This is an optimization exercise on Yosys and OpenROAD, whose aim is small area and a short achievable clock period, not a production implementation.
Function was checked by simulation only, so behaviour that the tests miss may differ from the original.
Power figures rest on the tool's default switching activity, not on a simulated workload.

==> flow/design.v <==
module rf_aoi3 (
  input  logic a0, a1, a2, s0, s1, s2,
  output logic y
);
  assign y = ~((a0 & s0) | (a1 & s1) | (a2 & s2));
endmodule
module rf_nand2 (
  input  logic a, s,
  output logic y
);
  assign y = ~(a & s);
endmodule
module rf_nand4 (
  input  logic a, b, c, d,
  output logic y
);
  assign y = ~(a & b & c & d);
endmodule
module rf_oai31 (
  input  logic a, b, c, e,
  output logic y
);
  assign y = ~((a | b | c) & e);
endmodule
module rf_nand2b (
  input  logic a, b,
  output logic y
);
  assign y = ~(a & b);
endmodule
module rf_nand3 (
  input  logic a, b, c,
  output logic y
);
  assign y = ~(a & b & c);
endmodule
module rf_rdbit (
  input  logic [31:0] d,
  input  logic [31:0] s,
  input  logic        nohit,
  input  logic        bn,
  output logic        y
);
  logic [10:0] n;
  for (genvar g = 0; g < 10; g++) begin : g_aoi
    rf_aoi3 u (.a0(d[3*g+1]), .a1(d[3*g+2]), .a2(d[3*g+3]),
               .s0(s[3*g+1]), .s1(s[3*g+2]), .s2(s[3*g+3]), .y(n[g]));
  end
  rf_nand2 u_l (.a(d[31]), .s(s[31]), .y(n[10]));
  logic [2:0] o;
  rf_nand4 u_o0 (.a(n[0]), .b(n[1]), .c(n[2]), .d(n[3]), .y(o[0]));
  rf_nand4 u_o1 (.a(n[4]), .b(n[5]), .c(n[6]), .d(n[7]), .y(o[1]));
  rf_nand3 u_o2 (.a(n[8]), .b(n[9]), .c(n[10]), .y(o[2]));
  logic t;
  rf_oai31 u_t (.a(o[0]), .b(o[1]), .c(o[2]), .e(nohit), .y(t));
  rf_nand2b u_y (.a(t), .b(bn), .y(y));
endmodule
module regfile_fwd_sb #(
  parameter  int XLEN  = 32,
  parameter  int NREGS = 32,
  localparam int AW    = $clog2(NREGS)
) (
  input  logic            clk,
  input  logic            rst_n,
  input  logic [AW-1:0]   rs1,
  input  logic [AW-1:0]   rs2,
  input  logic            we,
  input  logic [AW-1:0]   wa,
  input  logic [XLEN-1:0] wd,
  input  logic            ex_fwd,
  input  logic            ex_load,
  input  logic [AW-1:0]   ex_rd,
  input  logic [XLEN-1:0] ex_data,
  input  logic            mem_fwd,
  input  logic [AW-1:0]   mem_rd,
  input  logic [XLEN-1:0] mem_data,
  input  logic            iss_valid,
  input  logic [AW-1:0]   iss_rd,
  output logic [XLEN-1:0] rd1,
  output logic [XLEN-1:0] rd2,
  output logic            stall,
  output logic            ready
);
  logic [AW:0] cnt;
  logic        run_q, run;
  assign run_q = cnt[AW];
  assign run   = run_q && rst_n;
  always_ff @(posedge clk) begin
    if (!rst_n)      cnt <= '0;
    else if (!run_q) cnt <= cnt + 1'b1;
  end
  logic [XLEN-1:0] regfile [1:NREGS-1];
  logic [XLEN-1:0] wdat;
  assign wdat = run_q ? wd : '0;
  for (genvar i = 1; i < NREGS; i++) begin : g_reg
    always_ff @(posedge clk) begin
      if (!run_q || (we && wa == AW'(i))) regfile[i] <= wdat;
    end
  end
  logic [NREGS-1:0] pending;
  always_ff @(posedge clk) begin
    if (!run) begin
      pending <= '0;
    end else begin
      for (int i = 1; i < NREGS; i++) begin
        if (iss_valid && iss_rd == AW'(i))  pending[i] <= 1'b1;
        else if (we && wa == AW'(i))        pending[i] <= 1'b0;
      end
      pending[0] <= 1'b0;
    end
  end
  logic ex_ok, ld_ok, mem_ok, wb_ok;
  assign ex_ok  = ex_fwd  && (ex_rd  != '0);
  assign ld_ok  = ex_load && (ex_rd  != '0);
  assign mem_ok = mem_fwd && (mem_rd != '0);
  assign wb_ok  = we      && (wa     != '0);
  logic [1:0][AW-1:0]   rs;
  logic [1:0][XLEN-1:0] rd_p;
  logic [1:0]           hold_p;
  assign rs = {rs2, rs1};
  for (genvar p = 0; p < 2; p++) begin : g_port
    logic ex_m, mem_m, wb_m, ld_h, nohit, sel_ex, sel_mem, sel_wb;
    logic [31:0] sel;
    assign ex_m    = ex_ok  && (ex_rd  == rs[p]);
    assign mem_m   = mem_ok && (mem_rd == rs[p]);
    assign wb_m    = wb_ok  && (wa     == rs[p]);
    assign ld_h    = ld_ok  && (ex_rd  == rs[p]);
    assign nohit   = !ex_m && !mem_m && !wb_m;
    assign sel_ex  = ex_m;
    assign sel_mem = !ex_m && mem_m;
    assign sel_wb  = !ex_m && !mem_m && wb_m;
    assign sel[0]  = 1'b0;
    for (genvar i = 1; i < NREGS; i++) begin : g_sel
      assign sel[i] = (rs[p] == AW'(i));
    end
    for (genvar b = 0; b < XLEN; b++) begin : g_bit
      logic [31:0] d;
      logic        bn;
      assign d[0] = 1'b0;
      for (genvar i = 1; i < NREGS; i++) begin : g_d
        assign d[i] = regfile[i][b];
      end
      rf_aoi3 u_byp (.a0(ex_data[b]), .a1(mem_data[b]), .a2(wd[b]),
                     .s0(sel_ex), .s1(sel_mem), .s2(sel_wb), .y(bn));
      rf_rdbit u_bit (.d(d), .s(sel), .nohit(nohit), .bn(bn), .y(rd_p[p][b]));
    end
    logic pend_rd;
    always_comb begin
      pend_rd = 1'b0;
      for (int i = 1; i < NREGS; i++) pend_rd = pend_rd | (sel[i] & pending[i]);
    end
    assign hold_p[p] = ld_h || (nohit && pend_rd);
  end
  assign rd1   = rd_p[0];
  assign rd2   = rd_p[1];
  assign stall = !run || (|hold_p);
  assign ready = run;
endmodule
Settings: LEC_CHECK=0, CAP_MARGIN=20, CORE_MARGIN=2, CORE_UTILIZATION=55, CTS_BUF_LIST=sky130_fd_sc_hd__clkbuf_4 sky130_fd_sc_hd__clkbuf_8, SETUP_SLACK_MARGIN=2.0, SLEW_MARGIN=20, SYNTH_HIERARCHICAL=1, SYNTH_MINIMUM_KEEP_SIZE=0; clock period 7.0 ns.
standard.sh (not shown) runs the stock make flow with config.mk's settings and CLKGATE_MAP_FILE= SYNTH_SCRIPT=/design/flow/synth_recipe.tcl, a recipe that flattens the netlist after the stock synthesis.
==> flow/flow/run.sh <==
#!/bin/bash
# Own layout flow: the standard ORFS flow, with smaller port buffers
# and a clock tree built from mid-size clock buffers without dummy loads.
set -euo pipefail
cp standard.sh standard.sh.log
bash standard.sh \
  "BUFFER_PORTS_ARGS=-buffer_cell sky130_fd_sc_hd__buf_2" \
  "CTS_ARGS=-sink_clustering_enable -repair_clock_nets -dont_use_dummy_load -buf_list {sky130_fd_sc_hd__clkbuf_4 sky130_fd_sc_hd__clkbuf_8}" \
  finish > make.log 2>&1
Next try:
==> flow/run.sh (new file) <==
#!/bin/bash
# synth_recipe.tcl (not shown) runs the flow's synth.tcl, then flattens the netlist and writes it again
# the make line also repeats each setting of config.mk as NAME=value (left out here)
make -C /OpenROAD-flow-scripts/flow DESIGN_CONFIG=/design/flow/config.mk WORK_HOME=/design/flow/orfs CLKGATE_MAP_FILE= SYNTH_SCRIPT=/design/flow/synth_recipe.tcl finish
removed: flow/flow/run.sh
removed: flow/standard.sh
Routed wire length goes down by 6.2%.
Global-route usage goes down by 0.56 points.
Cell area goes up by 3.1%.
Utilization goes up by 2.2 points.
Final cell count goes up by 4.2%.
Total power goes up by 7.2%.
Worst hold slack barely changes.
Clock-buffer cell count goes up by 54.
Combinational power goes up by 3.3%.
Critical path depth goes up by 3.
Setup slack improved by 0.12 ns.

[afterwards: timing with drivers on the ports]
How much do the figures lean on ideal ports? The routed layouts below were timed once more, with nothing changed but the port constraints.
Step 1: set_driving_cell puts a clkbuf_16 on clk and a buf_2 on each other input, an assumption about the parent block.
Step 2 moves the port delays by t, midway between the first and last clock arrival at a register: inputs arrive t later, outputs are due t later. That takes back most of the time a late clock gives input paths.
a / b / c = no drivers / after step 1 / after step 2; a / b = the first two.
run	t (ns)	setup WS [ns]	worst setup path at the end	clock arrival spread, ns	worst data-port slew with drivers (ns)
the first run	0.881	1.633 / 1.457 / 1.457	input to output	0.093 / 0.092	0.27
the second run	0.902	1.749 / 1.697 / 1.697	input to output	0.064 / 0.064	0.07
After both steps setup and hold are still met in every run listed. The setup slack of the first run, which loses most, moves by -0.176 ns with the drivers and by -0.176 ns with both steps.
